What follows belongs to an exercise in optimizing a design on an open flow for small area, a short achievable clock period and few clock cycles per item; a production flow would make more cautious choices.
Function was not checked in any run shown here: the RTL went through the layout flow alone.
Power is estimated from default activity; no workload was simulated.

$ cat flow/config.mk
export PLATFORM = sky130hd
export DESIGN_NAME = mult_stage
export DESIGN_NICKNAME = mult_stage
export VERILOG_FILES = /design/flow/design.v
export SDC_FILE = /design/flow/constraint.sdc
export NUM_CORES = 4
export LEC_CHECK = 0
export CAP_MARGIN = 20
export CORE_MARGIN = 2
export CORE_UTILIZATION = 40
export SLEW_MARGIN = 20
$ cat flow/constraint.sdc
create_clock -name core_clock -period 10.0 [get_ports {i_clk}]
set_input_delay 2.0000 -clock core_clock [delete_from_list [all_inputs] [get_ports {i_clk}]]
set_output_delay 2.0000 -clock core_clock [all_outputs]
set_load 0.01 [all_outputs]
$ cat flow/design.v
package mult_stage_pkg;
  localparam int DWD     = 16;
  localparam int PSUMDWD = 32;
  localparam int PEROW   = 4;
  localparam int SLW     = 4;
  localparam int NSL     = DWD / SLW;
  localparam int SIW     = $clog2(NSL);
  localparam int NTW     = 3;
  typedef enum logic [2:0] {XNOR = 3'd0, P1, P2, P3, P4} ms_mode_e;
  typedef enum logic [1:0] {MS_IDLE, MS_CALC, MS_HOLD} ms_fsm_e;
  typedef struct packed {
    logic [3:0] ssctl;
    logic [3:0] ssppctl;
  } ms_out_ctl_t;
  typedef struct packed {
    logic [2:0]     mode;
    logic [NTW-1:0] inumt;
    logic [NTW-1:0] wnumt;
    logic [DWD-1:0] au_mask;
    ms_out_ctl_t    pass;
  } ms_ctl_t;
endpackage
import mult_stage_pkg::*;
module mult_fa (input logic a, b, c, output logic s, co);
  assign s  = a ^ b ^ c;
  assign co = (a & b) | (a & c) | (b & c);
endmodule
module mult_fa1 (input logic a, b, output logic s, co);
  assign s  = ~(a ^ b);
  assign co = a | b;
endmodule
module mult_ha (input logic a, b, output logic s, co);
  assign s  = a ^ b;
  assign co = a & b;
endmodule
module mult_slice_lane
(
  input  logic               is_x,      
  input  logic [3:0]         sa,        
  input  logic [3:0]         wen,       
  input  logic [DWD-1:0]     a,
  input  logic [DWD-1:0]     w,
  input  logic [DWD-1:0]     mx,        
  input  logic [4:0]         npc,       
  output logic [PSUMDWD-1:0] cs_s,
  output logic [PSUMDWD-1:0] cs_c
);
  logic [DWD-1:0] ae;
  logic [16:0] ax;
  logic [16:0] pp [8];
  logic [7:0]  nb;
  logic [15:0] xb;
  assign ae = ({DWD{sa[0]}} & {{12{a[3]}},  a[3:0]})
            | ({DWD{sa[1]}} & {{8{a[7]}},   a[7:0]})
            | ({DWD{sa[2]}} & {{4{a[11]}},  a[11:0]})
            | ({DWD{sa[3]}} & a);
  assign ax = {ae[15], ae};
  always_comb begin
    for (int j = 0; j < 8; j++) begin
      logic b2, b1, b0, en, one, two, ng, nx;
      b2  = w[2*j+1];
      b1  = w[2*j];
      b0  = (j == 0) ? 1'b0 : w[2*j-1];
      en  = wen[j/2];
      one = en & (b1 ^ b0);
      two = en & ((b2 & ~b1 & ~b0) | (~b2 & b1 & b0));
      ng  = en & b2 & ~(b1 & b0);
      nx  = (j == 2) ? (ng | is_x) : ng;
      nb[j] = (j == 2) ? (ng & ~is_x) : ng;
      for (int k = 0; k < 17; k++)
        pp[j][k] = ((one & ax[k]) | (two & ((k == 0) ? 1'b0 : ax[k-1]))) ^ nx;
      if (j == 0)
        for (int k = 0; k < 5; k++) pp[j][k] = pp[j][k] | npc[k];
    end
  end
  assign xb = ~(a ^ w) & mx;
  logic s1, c1;
  logic s2, c2;
  logic s3, c3;
  logic s4, c4;
  logic s5, c5;
  logic s6, c6;
  logic s7, c7;
  logic s8, c8;
  logic s9, c9;
  logic s10, c10;
  logic s11, c11;
  logic s12, c12;
  logic s13, c13;
  logic s14, c14;
  logic s15, c15;
  logic s16, c16;
  logic s17, c17;
  logic s18, c18;
  logic s19, c19;
  logic s20, c20;
  logic s21, c21;
  logic s22, c22;
  logic s23, c23;
  logic s24, c24;
  logic s25, c25;
  logic s26, c26;
  logic s27, c27;
  logic s28, c28;
  logic s29, c29;
  logic s30, c30;
  logic s31, c31;
  logic s32, c32;
  logic s33, c33;
  logic s34, c34;
  logic s35, c35;
  logic s36, c36;
  logic s37, c37;
  logic s38, c38;
  logic s39, c39;
  logic s40, c40;
  logic s41, c41;
  logic s42, c42;
  logic s43, c43;
  logic s44, c44;
  logic s45, c45;
  logic s46, c46;
  logic s47, c47;
  logic s48, c48;
  logic s49, c49;
  logic s50, c50;
  logic s51, c51;
  logic s52, c52;
  logic s53, c53;
  logic s54, c54;
  logic s55, c55;
  logic s56, c56;
  logic s57, c57;
  logic s58, c58;
  logic s59, c59;
  logic s60, c60;
  logic s61, c61;
  logic s62, c62;
  logic s63, c63;
  logic s64, c64;
  logic s65, c65;
  logic s66, c66;
  logic s67, c67;
  logic s68, c68;
  logic s69, c69;
  logic s70, c70;
  logic s71, c71;
  logic s72, c72;
  logic s73, c73;
  logic s74, c74;
  logic s75, c75;
  logic s76, c76;
  logic s77, c77;
  logic s78, c78;
  logic s79, c79;
  logic s80, c80;
  logic s81, c81;
  logic s82, c82;
  logic s83, c83;
  logic s84, c84;
  logic s85, c85;
  logic s86, c86;
  logic s87, c87;
  logic s88, c88;
  logic s89, c89;
  logic s90, c90;
  logic s91, c91;
  logic s92, c92;
  logic s93, c93;
  logic s94, c94;
  logic s95, c95;
  logic s96, c96;
  logic s97, c97;
  logic s98, c98;
  logic s99, c99;
  logic s100, c100;
  logic s101, c101;
  logic s102, c102;
  logic s103, c103;
  logic s104, c104;
  logic s105, c105;
  logic s106, c106;
  logic s107, c107;
  logic s108, c108;
  logic s109, c109;
  logic s110, c110;
  logic s111, c111;
  logic s112, c112;
  logic s113, c113;
  logic s114, c114;
  logic s115, c115;
  logic s116, c116;
  logic s117, c117;
  logic s118, c118;
  logic s119, c119;
  logic s120, c120;
  logic s121, c121;
  logic s122, c122;
  logic s123, c123;
  logic s124, c124;
  logic s125, c125;
  mult_fa u1 (.a(xb[0]), .b(xb[1]), .c(xb[2]), .s(s1), .co(c1));
  mult_fa u2 (.a(xb[3]), .b(xb[4]), .c(xb[5]), .s(s2), .co(c2));
  mult_fa u3 (.a(xb[6]), .b(xb[7]), .c(xb[8]), .s(s3), .co(c3));
  mult_fa u4 (.a(xb[9]), .b(xb[10]), .c(xb[11]), .s(s4), .co(c4));
  mult_fa u5 (.a(xb[12]), .b(xb[13]), .c(xb[14]), .s(s5), .co(c5));
  mult_ha u6 (.a(xb[15]), .b(s3), .s(s6), .co(c6));
  mult_fa u7 (.a(nb[1]), .b(c3), .c(c4), .s(s7), .co(c7));
  mult_ha u8 (.a(c1), .b(c2), .s(s8), .co(c8));
  mult_ha u9 (.a(nb[5]), .b(pp[0][10]), .s(s9), .co(c9));
  mult_ha u10 (.a(pp[0][11]), .b(pp[1][9]), .s(s10), .co(c10));
  mult_fa u11 (.a(nb[6]), .b(pp[0][12]), .c(pp[1][10]), .s(s11), .co(c11));
  mult_ha u12 (.a(pp[2][8]), .b(pp[3][6]), .s(s12), .co(c12));
  mult_fa u13 (.a(pp[0][13]), .b(pp[1][11]), .c(pp[2][9]), .s(s13), .co(c13));
  mult_ha u14 (.a(pp[3][7]), .b(pp[4][5]), .s(s14), .co(c14));
  mult_fa u15 (.a(nb[7]), .b(pp[0][14]), .c(pp[1][12]), .s(s15), .co(c15));
  mult_fa u16 (.a(pp[2][10]), .b(pp[3][8]), .c(pp[4][6]), .s(s16), .co(c16));
  mult_ha u17 (.a(pp[5][4]), .b(pp[6][2]), .s(s17), .co(c17));
  mult_fa u18 (.a(pp[0][15]), .b(pp[1][13]), .c(pp[2][11]), .s(s18), .co(c18));
  mult_fa u19 (.a(pp[3][9]), .b(pp[4][7]), .c(pp[5][5]), .s(s19), .co(c19));
  mult_ha u20 (.a(pp[6][3]), .b(pp[7][1]), .s(s20), .co(c20));
  mult_fa1 u21 (.a(~pp[0][16]), .b(pp[1][14]), .s(s21), .co(c21));
  mult_fa u22 (.a(pp[2][12]), .b(pp[3][10]), .c(pp[4][8]), .s(s22), .co(c22));
  mult_fa u23 (.a(pp[5][6]), .b(pp[6][4]), .c(pp[7][2]), .s(s23), .co(c23));
  mult_fa1 u24 (.a(pp[1][15]), .b(pp[2][13]), .s(s24), .co(c24));
  mult_fa u25 (.a(pp[3][11]), .b(pp[4][9]), .c(pp[5][7]), .s(s25), .co(c25));
  mult_ha u26 (.a(pp[6][5]), .b(pp[7][3]), .s(s26), .co(c26));
  mult_fa u27 (.a(~pp[1][16]), .b(pp[2][14]), .c(pp[3][12]), .s(s27), .co(c27));
  mult_fa u28 (.a(pp[4][10]), .b(pp[5][8]), .c(pp[6][6]), .s(s28), .co(c28));
  mult_fa1 u29 (.a(pp[2][15]), .b(pp[3][13]), .s(s29), .co(c29));
  mult_ha u30 (.a(pp[4][11]), .b(pp[5][9]), .s(s30), .co(c30));
  mult_fa u31 (.a(~pp[2][16]), .b(pp[3][14]), .c(pp[4][12]), .s(s31), .co(c31));
  mult_fa u32 (.a(s5), .b(s4), .c(s1), .s(s32), .co(c32));
  mult_fa u33 (.a(c5), .b(pp[0][2]), .c(pp[1][0]), .s(s33), .co(c33));
  mult_ha u34 (.a(c6), .b(s8), .s(s34), .co(c34));
  mult_fa u35 (.a(pp[0][3]), .b(pp[1][1]), .c(c8), .s(s35), .co(c35));
  mult_ha u36 (.a(nb[2]), .b(pp[0][4]), .s(s36), .co(c36));
  mult_ha u37 (.a(nb[3]), .b(pp[0][6]), .s(s37), .co(c37));
  mult_ha u38 (.a(pp[0][7]), .b(pp[1][5]), .s(s38), .co(c38));
  mult_fa u39 (.a(nb[4]), .b(pp[0][8]), .c(pp[1][6]), .s(s39), .co(c39));
  mult_ha u40 (.a(pp[2][4]), .b(pp[3][2]), .s(s40), .co(c40));
  mult_fa u41 (.a(pp[0][9]), .b(pp[1][7]), .c(pp[2][5]), .s(s41), .co(c41));
  mult_ha u42 (.a(pp[3][3]), .b(pp[4][1]), .s(s42), .co(c42));
  mult_fa u43 (.a(pp[1][8]), .b(pp[2][6]), .c(pp[3][4]), .s(s43), .co(c43));
  mult_fa u44 (.a(pp[4][2]), .b(pp[5][0]), .c(s9), .s(s44), .co(c44));
  mult_fa u45 (.a(pp[2][7]), .b(pp[3][5]), .c(pp[4][3]), .s(s45), .co(c45));
  mult_fa u46 (.a(pp[5][1]), .b(c9), .c(s10), .s(s46), .co(c46));
  mult_fa u47 (.a(pp[4][4]), .b(pp[5][2]), .c(pp[6][0]), .s(s47), .co(c47));
  mult_fa u48 (.a(c10), .b(s12), .c(s11), .s(s48), .co(c48));
  mult_fa u49 (.a(pp[5][3]), .b(pp[6][1]), .c(c12), .s(s49), .co(c49));
  mult_fa u50 (.a(s14), .b(c11), .c(s13), .s(s50), .co(c50));
  mult_fa u51 (.a(pp[7][0]), .b(c14), .c(s17), .s(s51), .co(c51));
  mult_fa u52 (.a(c13), .b(s15), .c(s16), .s(s52), .co(c52));
  mult_fa u53 (.a(c17), .b(s20), .c(c15), .s(s53), .co(c53));
  mult_fa u54 (.a(c16), .b(s18), .c(s19), .s(s54), .co(c54));
  mult_fa u55 (.a(c20), .b(c18), .c(c19), .s(s55), .co(c55));
  mult_fa u56 (.a(s21), .b(s22), .c(s23), .s(s56), .co(c56));
  mult_fa u57 (.a(s26), .b(c21), .c(c22), .s(s57), .co(c57));
  mult_fa u58 (.a(c23), .b(s24), .c(s25), .s(s58), .co(c58));
  mult_fa u59 (.a(pp[7][4]), .b(c26), .c(c24), .s(s59), .co(c59));
  mult_fa u60 (.a(c25), .b(s27), .c(s28), .s(s60), .co(c60));
  mult_fa u61 (.a(pp[6][7]), .b(pp[7][5]), .c(s30), .s(s61), .co(c61));
  mult_fa u62 (.a(c27), .b(c28), .c(s29), .s(s62), .co(c62));
  mult_fa u63 (.a(pp[5][10]), .b(pp[6][8]), .c(pp[7][6]), .s(s63), .co(c63));
  mult_fa u64 (.a(c30), .b(c29), .c(s31), .s(s64), .co(c64));
  mult_fa u65 (.a(pp[4][13]), .b(pp[5][11]), .c(pp[6][9]), .s(s65), .co(c65));
  mult_fa u66 (.a(pp[7][7]), .b(~pp[3][15]), .c(c31), .s(s66), .co(c66));
  mult_fa u67 (.a(pp[3][15]), .b(~pp[3][16]), .c(pp[4][14]), .s(s67), .co(c67));
  mult_fa u68 (.a(pp[5][12]), .b(pp[6][10]), .c(pp[7][8]), .s(s68), .co(c68));
  mult_fa1 u69 (.a(pp[4][15]), .b(pp[5][13]), .s(s69), .co(c69));
  mult_ha u70 (.a(pp[6][11]), .b(pp[7][9]), .s(s70), .co(c70));
  mult_fa u71 (.a(~pp[4][16]), .b(pp[5][14]), .c(pp[6][12]), .s(s71), .co(c71));
  mult_ha u72 (.a(s2), .b(pp[0][1]), .s(s72), .co(c72));
  mult_fa u73 (.a(s7), .b(c32), .c(s33), .s(s73), .co(c73));
  mult_fa u74 (.a(c7), .b(c33), .c(c34), .s(s74), .co(c74));
  mult_fa u75 (.a(pp[1][2]), .b(pp[2][0]), .c(s36), .s(s75), .co(c75));
  mult_fa u76 (.a(pp[0][5]), .b(pp[1][3]), .c(pp[2][1]), .s(s76), .co(c76));
  mult_fa u77 (.a(pp[1][4]), .b(pp[2][2]), .c(pp[3][0]), .s(s77), .co(c77));
  mult_fa u78 (.a(pp[2][3]), .b(pp[3][1]), .c(c37), .s(s78), .co(c78));
  mult_fa u79 (.a(pp[4][0]), .b(c38), .c(s40), .s(s79), .co(c79));
  mult_fa u80 (.a(c40), .b(s42), .c(c39), .s(s80), .co(c80));
  mult_fa u81 (.a(c42), .b(c41), .c(s43), .s(s81), .co(c81));
  mult_fa u82 (.a(c43), .b(s45), .c(c44), .s(s82), .co(c82));
  mult_fa u83 (.a(c45), .b(s47), .c(c46), .s(s83), .co(c83));
  mult_fa u84 (.a(c47), .b(s49), .c(c48), .s(s84), .co(c84));
  mult_fa u85 (.a(c49), .b(s51), .c(c50), .s(s85), .co(c85));
  mult_fa u86 (.a(c51), .b(c52), .c(s53), .s(s86), .co(c86));
  mult_fa u87 (.a(c53), .b(c54), .c(s55), .s(s87), .co(c87));
  mult_fa u88 (.a(c55), .b(c56), .c(s57), .s(s88), .co(c88));
  mult_fa u89 (.a(c57), .b(c58), .c(s59), .s(s89), .co(c89));
  mult_fa u90 (.a(c59), .b(s61), .c(c60), .s(s90), .co(c90));
  mult_fa u91 (.a(s63), .b(c61), .c(c62), .s(s91), .co(c91));
  mult_fa u92 (.a(c63), .b(s65), .c(c64), .s(s92), .co(c92));
  mult_fa u93 (.a(c65), .b(s67), .c(s68), .s(s93), .co(c93));
  mult_fa u94 (.a(s70), .b(c67), .c(c68), .s(s94), .co(c94));
  mult_fa u95 (.a(pp[7][10]), .b(c70), .c(c69), .s(s95), .co(c95));
  mult_fa u96 (.a(pp[6][13]), .b(pp[7][11]), .c(~pp[5][15]), .s(s96), .co(c96));
  mult_fa u97 (.a(pp[5][15]), .b(~pp[5][16]), .c(pp[6][14]), .s(s97), .co(c97));
  mult_ha u98 (.a(s6), .b(s72), .s(s98), .co(c98));
  mult_fa u99 (.a(c72), .b(s34), .c(s73), .s(s99), .co(c99));
  mult_fa u100 (.a(s35), .b(c73), .c(s74), .s(s100), .co(c100));
  mult_fa u101 (.a(c35), .b(s75), .c(c74), .s(s101), .co(c101));
  mult_fa u102 (.a(c36), .b(s76), .c(c75), .s(s102), .co(c102));
  mult_fa u103 (.a(s37), .b(c76), .c(s77), .s(s103), .co(c103));
  mult_fa u104 (.a(s38), .b(c77), .c(s78), .s(s104), .co(c104));
  mult_fa u105 (.a(s39), .b(c78), .c(s79), .s(s105), .co(c105));
  mult_fa u106 (.a(s41), .b(c79), .c(s80), .s(s106), .co(c106));
  mult_fa u107 (.a(c80), .b(s44), .c(s81), .s(s107), .co(c107));
  mult_fa u108 (.a(s46), .b(c81), .c(s82), .s(s108), .co(c108));
  mult_fa u109 (.a(s48), .b(c82), .c(s83), .s(s109), .co(c109));
  mult_fa u110 (.a(s50), .b(c83), .c(s84), .s(s110), .co(c110));
  mult_fa u111 (.a(s52), .b(c84), .c(s85), .s(s111), .co(c111));
  mult_fa u112 (.a(s54), .b(c85), .c(s86), .s(s112), .co(c112));
  mult_fa u113 (.a(s56), .b(c86), .c(s87), .s(s113), .co(c113));
  mult_fa u114 (.a(s58), .b(c87), .c(s88), .s(s114), .co(c114));
  mult_fa u115 (.a(s60), .b(c88), .c(s89), .s(s115), .co(c115));
  mult_fa u116 (.a(s62), .b(c89), .c(s90), .s(s116), .co(c116));
  mult_fa u117 (.a(s64), .b(c90), .c(s91), .s(s117), .co(c117));
  mult_fa u118 (.a(s66), .b(c91), .c(s92), .s(s118), .co(c118));
  mult_fa u119 (.a(c66), .b(s93), .c(c92), .s(s119), .co(c119));
  mult_fa u120 (.a(s69), .b(c93), .c(s94), .s(s120), .co(c120));
  mult_fa u121 (.a(s71), .b(c94), .c(s95), .s(s121), .co(c121));
  mult_fa u122 (.a(c71), .b(s96), .c(c95), .s(s122), .co(c122));
  mult_fa u123 (.a(pp[7][12]), .b(c96), .c(s97), .s(s123), .co(c123));
  mult_fa u124 (.a(pp[7][13]), .b(~pp[6][15]), .c(c97), .s(s124), .co(c124));
  mult_fa u125 (.a(pp[6][15]), .b(~pp[6][16]), .c(pp[7][14]), .s(s125), .co(c125));
  assign cs_s = {1'b1, pp[7][15], ~pp[7][15], s125, c123, s123, c121, c120, s120, c118, c117, c116, c115, c114, c113, c112, c111, c110, c109, c108, c107, c106, c105, c104, c103, s103, s102, c100, c99, c98, s32, nb[0]};
  assign cs_c = {1'b0, ~pp[7][16], c125, c124, s124, c122, s122, s121, c119, s119, s118, s117, s116, s115, s114, s113, s112, s111, s110, s109, s108, s107, s106, s105, s104, c102, c101, s101, s100, s99, s98, pp[0][0]};
endmodule
import mult_stage_pkg::*;
module mult_stage
(
  input  logic                            i_clk,
  input  logic                            i_rst,
  input  logic                            FS_rdy,
  output logic                            FS_ack,
  input  logic [32:0]                     i_ctl,
  input  logic [PEROW*DWD-1:0]            i_input,
  input  logic [PEROW*DWD-1:0]            i_weight,
  input  logic [PEROW*PSUMDWD-1:0]        i_psum,
  output logic                            MS_rdy,
  input  logic                            MS_ack,
  output logic [PEROW*PSUMDWD-1:0]        o_prod,
  output logic [PEROW*PSUMDWD-1:0]        o_psum,
  output logic [7:0]                      o_ctl
);
  mult_stage_pkg::ms_ctl_t ctl;
  assign ctl = i_ctl;
  function automatic [3:0] numt_oh(input [NTW-1:0] n);
    case (n)
      3'd0, 3'd1: numt_oh = 4'b0001;
      3'd2:       numt_oh = 4'b0010;
      3'd3:       numt_oh = 4'b0100;
      default:    numt_oh = 4'b1000;
    endcase
  endfunction
  logic full, is_mul, is_x;
  logic [3:0] sa, wen;
  logic [DWD-1:0] mx;
  logic [4:0] npc;
  logic [PEROW*PSUMDWD-1:0] cs_s, cs_c, s_q, c_q;
  assign MS_rdy = full;
  assign FS_ack = FS_rdy && (!full || MS_ack);
  assign is_x   = ctl.mode == XNOR;
  assign is_mul = (ctl.mode != XNOR) && (ctl.mode <= P4);
  assign sa     = {4{is_mul}} & numt_oh(ctl.inumt);
  assign wen    = {ctl.wnumt >= 3'd4, ctl.wnumt >= 3'd3, ctl.wnumt >= 3'd2, !is_x};
  assign mx     = {DWD{is_x}} & ctl.au_mask;
  assign npc    = is_x ? 5'($countones(~ctl.au_mask)) : 5'd0;
  always_ff @(posedge i_clk) begin
    if (i_rst)       full <= 1'b0;
    else if (FS_ack) full <= 1'b1;
    else if (MS_ack) full <= 1'b0;
  end
  always_ff @(posedge i_clk) begin
    if (FS_ack) begin
      s_q    <= cs_s;
      c_q    <= cs_c;
      o_psum <= i_psum;
      o_ctl  <= ctl.pass;
    end
  end
  for (genvar r = 0; r < PEROW; r++) begin : g_lane
    mult_slice_lane u_lane (
      .is_x   (is_x),
      .sa     (sa),
      .wen    (wen),
      .a      (i_input[DWD*r +: DWD]),
      .w      (i_weight[DWD*r +: DWD]),
      .mx     (mx),
      .npc    (npc),
      .cs_s   (cs_s[PSUMDWD*r +: PSUMDWD]),
      .cs_c   (cs_c[PSUMDWD*r +: PSUMDWD])
    );
    assign o_prod[PSUMDWD*r +: PSUMDWD] = s_q[PSUMDWD*r +: PSUMDWD] + c_q[PSUMDWD*r +: PSUMDWD];
  end
endmodule
$ cat flow/run.sh
#!/bin/bash
# synth_recipe.tcl (not shown) runs the flow's synth.tcl, then flattens the netlist and writes it again
# the make line also repeats each setting of config.mk as NAME=value (left out here)
make -C /OpenROAD-flow-scripts/flow DESIGN_CONFIG=/design/flow/config.mk WORK_HOME=/design/flow/orfs CLKGATE_MAP_FILE= SYNTH_SCRIPT=/design/flow/synth_recipe.tcl finish
==> summary.md, run 1 <==
| Metric | Value |
|---|---|
| Status | finished clean |
| Share of layout cells above drive strength 1 | 5.439% |
| Seq/Total Area, Yosys | 27.96% |
| Critical Path Fanout Max | 5 |
| Max_slew headroom | 21.63% |
| Row Count | 117 |
| Final Total Pwr | 12.59 mW |
| DRT Wirelength | 142200 microns |
| Sw power | 5.333 mW |
| Ys async rst share | 0% |
| Tot GR Track Use | 26.49% |
| Die span in x | 325.4 microns |
| Synth unique cells | 73 |
| Placer Congestion | 0.9238 |
| Final hold vios | 0 |
| Critical Path Start Type | input port |
| Chip Height | 325.4 microns |
| Yosys reg bits | 385 |
| CTS Sinks | 385 |
| Clk network pwr share | 13.7% |
| Total global routing overflow | 0 |
| Final worst path period share | 76.45% |
| Layout Nets | 5559 |
| R2R setup slack | 6.38 ns |
| Core Area | 102000 sq um |
| Slew Limit Fails | 0 |
| # port buffers | 558 |
| Post_cts resized | 0 |
| Clk Latency, worst-skew pair | 0.64 ns |
| Main synth FF type | edfxtp_1 |
| Top-count cell post-synth | inv_1 |
| Synth area leader | edfxtp_1 |
| WHS Endpoint | full$_SDFFE_PP0P_ |
| Worst EP required | 10.38 ns |
| DRC errors left | 0 |
| Clk slew on worst S/H paths | 0.06 ns |
| Final ANT Viol Nets | 0 |
| Minimum clock period after layout | 7.645 ns |
| Setup ws final | 2.355 ns |
| Iter 0 DRT Violations | 3096 |
| DP HPWL | 110100 microns |
| Top cells by area, synth | edfxtp_1 (28%), fa_1 (20%), xnor2_1 (9.6%), ha_1 (7.6%), o22ai_1 (6.2%) |
| Number of buffers created by CTS | 48 |
| Antenna violations before repair | 39 |
| Sw frac | 42.36% |
| Hold Path Class | reg2reg |
| Die area | 105900 sq um |
| Number of global-route vias before repair | 32820 |
| Pleak | 20.26 nW |
| CTS tree | yes |
| Maximum clock frequency | 0.1308 GHz |
| Syn nets | 5100 |
| Area Growth Syn to Fin | 21.25% |
| Setup_tns | 0 ns |
| # IOs | 559 |
| Hold path startpoint | full$_SDFFE_PP0P_ |
| Routed via count | 33290 |
| EDFF count, synth | 384 |
| Largest net degree at the start of global routing | 130 |
| Crit Path Category | in2reg |
| Syn Std Cell Area | 41310 sq um |
| First-pass detailed-route iteration total | 6 |
| Power per cell area | 251.3 nW/um^2 |
| Wire per inst | 23.66 microns |
| Clk Tree Root Cell | clkbuf_16 |
| Worst slew pin tran | 1.175 ns |
| Final setup fails | 0 |
| Post-Syn Instances | 4135 |
| Arrival time worst endpoint | 8.03 ns |
| Commonest cells in the netlist | inv_1 (504), xnor2_1 (452), fa_1 (422), o22ai_1 (410), edfxtp_1 (384) |
| Via-to-Cell Ratio | 5.538 |
| Worst-case clock buffer depth | 3 |
| Post-Place Setup Slack | 1.791 ns |
| Initial Utilization | 40.49% |
| Layout Skew | 0.01899 ns |
| H-tree depth | 2 |
| Combinational share of power | 65.4% |
| # Max-Cap Violations | 0 |
| Cts hold-fix bufs | 0 |
| Reg2Reg Launch Point | full$_SDFFE_PP0P_ |
| RSZ-0062 raised after global routing | false |
| Hold Path Stages | 2 |
| First-pass GRT wire length | 213000 microns |
| R2r endpoint | c_q[30]$_DFFE_PP_ |
| Peak VDD IR | 392.5 uV |
| Cell-internal power | 7.258 mW |
| Post-synth top area share | 27.91% |
| # fillers | 9587 |
| Sequential Power Share | 20.9% |
| Mapped Avg Cell Area | 9.991 sq um |
| CP Capture Type | register |
| R2r worst-path depth | 4 |
| Post-CTS Setup Inserts | 0 |
| Synth Warn # | 4 |
==> metal layers <==
metal | part of all wire (%) | track usage [%] | up-vias
met3 | 11 | 8.208 | 239
met5 | 0.28 | 0 | -
li1 | - | - | 15070
met1 | 41 | 35.55 | 16390
met4 | 2.8 | 7.343 | 60
met2 | 45 | 41.27 | 1537
==> placed cells by master, fill, tap and decap left out, types with 14 or more instances in the layout <==
master           count
clkdlybuf4s50_1    558
inv_1              504
xnor2_1            452
fa_1               422
o22ai_1            410
edfxtp_1           384
ha_1               249
xor2_1             214
nor2_1             199
nand2_1            192
a21oi_1            187
o21ai_0            106
buf_4               96
a21o_1              81
nand3_1             61
clkbuf_16           48
nor2b_1             47
nand2b_1            33
a22oi_1             27
o21ai_1             24
o21a_1              24
o21bai_1            20
or2_2               19
o211ai_1            19
nor3b_1             15
a31oi_1             14
==> per-stage QoR <==
stage | utilization (%) | hold slack [ns] | cells | area, sq um
CTS | 49.07 | 0.5759 | 6001 | 50070
floorplan | - | 0.5682 | 4135 | 41320
global placement | 47.54 | 0.5569 | 5912 | 48510
global route | 49.08 | 0.6155 | 6007 | 50080
finish | 49.09 | 0.5742 | 6012 | 50090
detailed placement | 47.54 | 0.5653 | 5912 | 48510
==> worst max-delay path by stage <==
stage | slack (ns) | startpoint | to | cells after the start
global placement | 1.89 | i_ctl[22] | c_q[34]$_DFFE_PP_ | 17
CTS | 2.48 | i_ctl[22] | c_q[34]$_DFFE_PP_ | 17
floorplan | -0.19 | MS_ack | FS_ack | 2
global route | 2.26 | i_ctl[9] | c_q[34]$_DFFE_PP_ | 17
finish | 2.35 | i_ctl[22] | c_q[34]$_DFFE_PP_ | 17
detailed placement | 1.79 | i_ctl[22] | c_q[34]$_DFFE_PP_ | 17
==> power by group through the flow <==
stage               Sequential (mW)  Clock (mW)  Combinational, mW
finish                         2.63        1.73               8.23
global placement               2.67           0               8.19
floorplan                      2.64           0               4.95
global route                   2.67        1.83               9.16
detailed placement             2.67           0               8.28
CTS                            2.64        1.78               8.34
==> sequential cells by signal (all words and copies together) (netlist names) <==
| name | count |
|---|---|
| o_ctl | 8 |
| full | 1 |
| o_psum | 128 |
| c_q | 124 |
| s_q | 124 |
==> logic make-up (layout without fill, tap and decap cells) <==
family	count (synthesis)	in the layout	share of synthesized area (%)
AOI/OAI and AO/OA	993	993	15.20
xor gates and xnor gates	666	666	14.12
adders and majority gates	672	672	28.02
buffers and inverters	758	1256	6.948
DFF	385	385	27.96
muxes	14	14	0.3786
other	0	11	0
and+or+nand+nor	647	647	7.375
==> critical path: stages <==
cell and delay [ns]:
clkdlybuf4s50_1 0.88, inv_1 0.13, fa_1 0.51, inv_1 0.05, fa_1 0.45, fa_1 0.51
fa_1 0.41, inv_1 0.07, ha_1 0.16, inv_1 0.06, fa_1 0.45, xnor2_1 0.15
nand2_1 0.41, o21ai_0 0.23, fa_1 0.54, fa_1 0.53, fa_1 0.48
==> area by class of cell <==
type	count	area (sq um)	share of cell area, %
repair buffers	655	6326	12.63
clock buffers	56	1231	2.458
multi-input cells	2992	27000	53.89
flip-flops and latches	385	11550	23.06
clock inverters	33	327.8	0.6544
diodes	11	27.53	0.05495
inverters	512	1922	3.837
well taps	1368	1712	3.417
==> run 2, diff against run 1 <==
--- a/flow/config.mk
+++ b/flow/config.mk
@@ -9,3 +9,4 @@
 export CORE_MARGIN = 2
 export CORE_UTILIZATION = 40
 export SLEW_MARGIN = 20
+export SYNTH_HIERARCHICAL = 1
==> summary.md, run 2 <==
| Metric | Value |
|---|---|
| Area Growth Syn to Fin | 15.12% |
| Final ANT Viol Nets | 0 |
| Maximum clock frequency | 0.1402 GHz |
| DP HPWL | 111200 microns |
| Max_slew headroom | 23.90% |
| Setup crit end | c_q[2]$_DFFE_PP_ |
| Top cells by area, synth | edfxtp_1 (27%), fa_1 (19%), xnor2_1 (12%), ha_1 (7.1%), a22oi_1 (4.3%) |
| RSZ-0062 raised after global routing | false |
| Multi-input logic area | 29130 sq um |
| First-pass detailed-route iteration total | 6 |
| Clk Tree Root Cell | clkbuf_16 |
| Post_cts resized | 0 |
| Seq/Total Area, Yosys | 26.58% |
| Layout Nets | 5345 |
| Row Count | 122 |
| DRC errors left | 0 |
| Placement-stage cell area | 49260 sq um |
| Crit Path Category | in2reg |
| Reg2Reg Launch Point | full$_SDFFE_PP0P_ |
| Minimum clock period after layout | 7.132 ns |
| # fillers | 10280 |
| Die span in x | 337.0 microns |
| Tot GR Track Use | 23.92% |
| Worst slew pin tran | 1.141 ns |
| Top-count cell post-synth | xnor2_1 |
| Arrival time worst endpoint | 7.52 ns |
| Main synth FF type | edfxtp_1 |
| Die area | 113600 sq um |
| Wire per inst | 23.46 microns |
| Status | finished clean |
| Worst-case clock buffer depth | 3 |
| Synth area leader | edfxtp_1 |
| Chip Height | 337.0 microns |
| Post-placement cell count | 5816 |
| Slew Limit Fails | 0 |
| Most common cell after layout, fill and taps aside | xnor2_1 |
| R2r worst-path depth | 4 |
| Ys async rst share | 0% |
| Final hold vios | 0 |
| R2r endpoint | s_q[44]$_DFFE_PP_ |
| EDFF count, synth | 392 |
| Iter 0 DRT Violations | 2829 |
| Peak VDD IR | 384.8 uV |
| Largest regs | c_q (128), o_psum (128), s_q (128) |
| Crit path from | i_ctl[23] |
| Worst EP required | 10.38 ns |
| Flip-flop and latch area | 11790 sq um |
| Critical Path Start Type | input port |
| Final setup fails | 0 |
| Hold Path Class | reg2reg |
| Yosys reg bits | 393 |
| Syn Std Cell Area | 44350 sq um |
| Commonest cells in the netlist | xnor2_1 (597), fa_1 (422), edfxtp_1 (392), a22oi_1 (257), ha_1 (250) |
| Final Total Pwr | 13.10 mW |
| Mapped Avg Cell Area | 10.56 sq um |
| Critical Path Fanout Max | 4 |
| Hold Path Stages | 2 |
| Clk slew on worst S/H paths | 0.06 ns |
| Syn nets | 5166 |
| CTS Sinks | 393 |
| Post-Syn Instances | 4201 |
| Placer Congestion | 0.9151 |
| Min Hold Slack | 0.5659 ns |
| Via-to-Cell Ratio | 5.611 |
| First-pass GRT wire length | 205700 microns |
| Post-synth top area share | 26.54% |
| Largest net degree at the start of global routing | 159 |
| # IOs | 559 |
| Most frequent cells in the layout | xnor2_1 (597), clkdlybuf4s50_1 (557), fa_1 (422) |
| Clk Latency, worst-skew pair | 0.65 ns |
| DRT Wirelength | 139000 microns |
| Routed via count | 33250 |
| CP Capture Type | register |
| Power per cell area | 256.6 nW/um^2 |
| Synth Warn # | 10 |
| Total global routing overflow | 0 |
| R2R setup slack | 6.73 ns |
| Post-Layout Inst Area | 51060 sq um |
| # Max-Cap Violations | 0 |
| Finished Layout Cells | 5925 |
| Pleak | 19.37 nW |
| Antenna violations before repair | 48 |
| Number of global-route vias before repair | 32820 |
| Final worst path period share | 71.32% |
| Core Area | 110400 sq um |
| Post-CTS Setup Inserts | 0 |
| Layout Skew | 0.02008 ns |
| Synth unique cells | 97 |
| H-tree depth | 2 |
| Initial Utilization | 40.19% |
| Share of layout cells above drive strength 1 | 6.403% |
| Number of buffers created by CTS | 49 |
| CTS tree | yes |
| Cts hold-fix bufs | 0 |
| # port buffers | 558 |
-- run 2: area by class of cell --
type | instances | area share, %
clock inverters | 39 | 1.012
inverters | 165 | 1.213
clock buffers | 52 | 2.423
diodes | 17 | 0.08331
multi-input cells | 3177 | 57.05
well taps | 1488 | 3.646
flip-flops and latches | 393 | 23.09
repair buffers | 594 | 11.48
-- run 2: kinds of logic after synthesis --
group,after synthesis,synth area share [%]
AOI/OAI and AO/OA,1067,16.55
buffers and inverters,631,7.780
adders and majority gates,672,26.10
other,8,0.06771
muxes,57,1.354
and+or+nand+nor,700,8.271
DFF,393,26.58
xor gates and xnor gates,673,13.29
-- run 2: stage by stage --
stage	worst slack (ns)	setup TNS (ns)	utilization [%]
2_1_floorplan	-0.3098	-0.3098	-
3_3_place_gp	2.239	0	44.63
3_5_place_dp	2.261	0	44.63
4_1_cts	2.933	0	46.22
5_1_grt	2.681	0	46.25
6_report	2.868	0	46.27
-- run 2: metal layers --
| metal | vias to the layer above | global-route usage, % | wire, microns |
|---|---|---|---|
| met5 | - | 0 | 301 |
| met4 | 46 | 8.767 | 4557 |
| met3 | 246 | 5.849 | 12890 |
| met2 | 1427 | 37.89 | 63780 |
| met1 | 16440 | 31.71 | 57450 |
| li1 | 15080 | - | - |
-- run 2: how the worst min path moves through the flow --
stage	from	to	slack (ns)
6_report	full$_SDFFE_PP0P_	full$_SDFFE_PP0P_	0.57
3_3_place_gp	full$_SDFFE_PP0P_	full$_SDFFE_PP0P_	0.57
2_1_floorplan	full$_SDFFE_PP0P_	full$_SDFFE_PP0P_	0.57
5_1_grt	full$_SDFFE_PP0P_	full$_SDFFE_PP0P_	0.61
4_1_cts	full$_SDFFE_PP0P_	full$_SDFFE_PP0P_	0.57
3_5_place_dp	full$_SDFFE_PP0P_	full$_SDFFE_PP0P_	0.56
-- run 2: Yosys stat by module, one instance, submodules excluded --
module           copies in the design  cells inside  cell area (sq um)
mult_fa                           408             1              20.02
mult_fa1                           16             5              27.53
mult_ha                            76             1              12.51
mult_slice_lane                     4           567               4004
mult_stage                          1          1369              18780
-- run 2: power by group --
part           internal [mW]  switching, mW  total, mW
clock                   1.15          0.792       1.94
combinational           3.99           4.51       8.50
sequential              2.54          0.130       2.67
total                   7.67           5.43       13.1
-- run 2: worst max-delay path, stage by stage --
cell and delay [ns]:
clkdlybuf4s50_1 0.46, inv_1 0.10, fa_1 0.52, inv_1 0.06, fa_1 0.47, inv_1 0.05, fa_1 0.54, inv_1 0.06
fa_1 0.43, inv_1 0.08, ha_1 0.16, inv_1 0.07, fa_1 0.42, nor2b_1 0.17, nor3_1 0.07, buf_4 0.19
a21oi_1 0.10, o21ai_0 0.12, fa_1 0.49, fa_1 0.53, fa_1 0.41

## separate check: timing with driven ports
Ports are ideal in the flow. The routed layouts listed here were re-timed in OpenROAD.
Step 1 (the two cells are an assumption about what drives the block):
set clk [get_ports {i_clk}]
set_driving_cell -lib_cell sky130_fd_sc_hd__clkbuf_16 $clk
set_driving_cell -lib_cell sky130_fd_sc_hd__buf_2 [delete_from_list [all_inputs] $clk]
Step 2, shift: input delay + t, output delay - t, t = (earliest + latest rising clock arrival at the registers) / 2. This alone moves slack from input paths to output paths.
Three values: ideal ports, drivers, drivers and shift; two values: the first two.
run	t, ns	setup slack, ns	hold WS [ns]	worst setup path after step 2	clock arrival spread, ns
run 1	0.705	2.355 / 2.390 / 1.685	0.574 / 0.574 / 0.574	input to register	0.033 / 0.034
run 2	0.714	2.868 / 2.911 / 2.197	0.566 / 0.566 / 0.566	input to register	0.026 / 0.026
After both steps setup and hold are still met in every run listed. For run 2, which loses most, drivers alone change the setup slack by +0.043 ns; drivers and shift together by -0.671 ns.
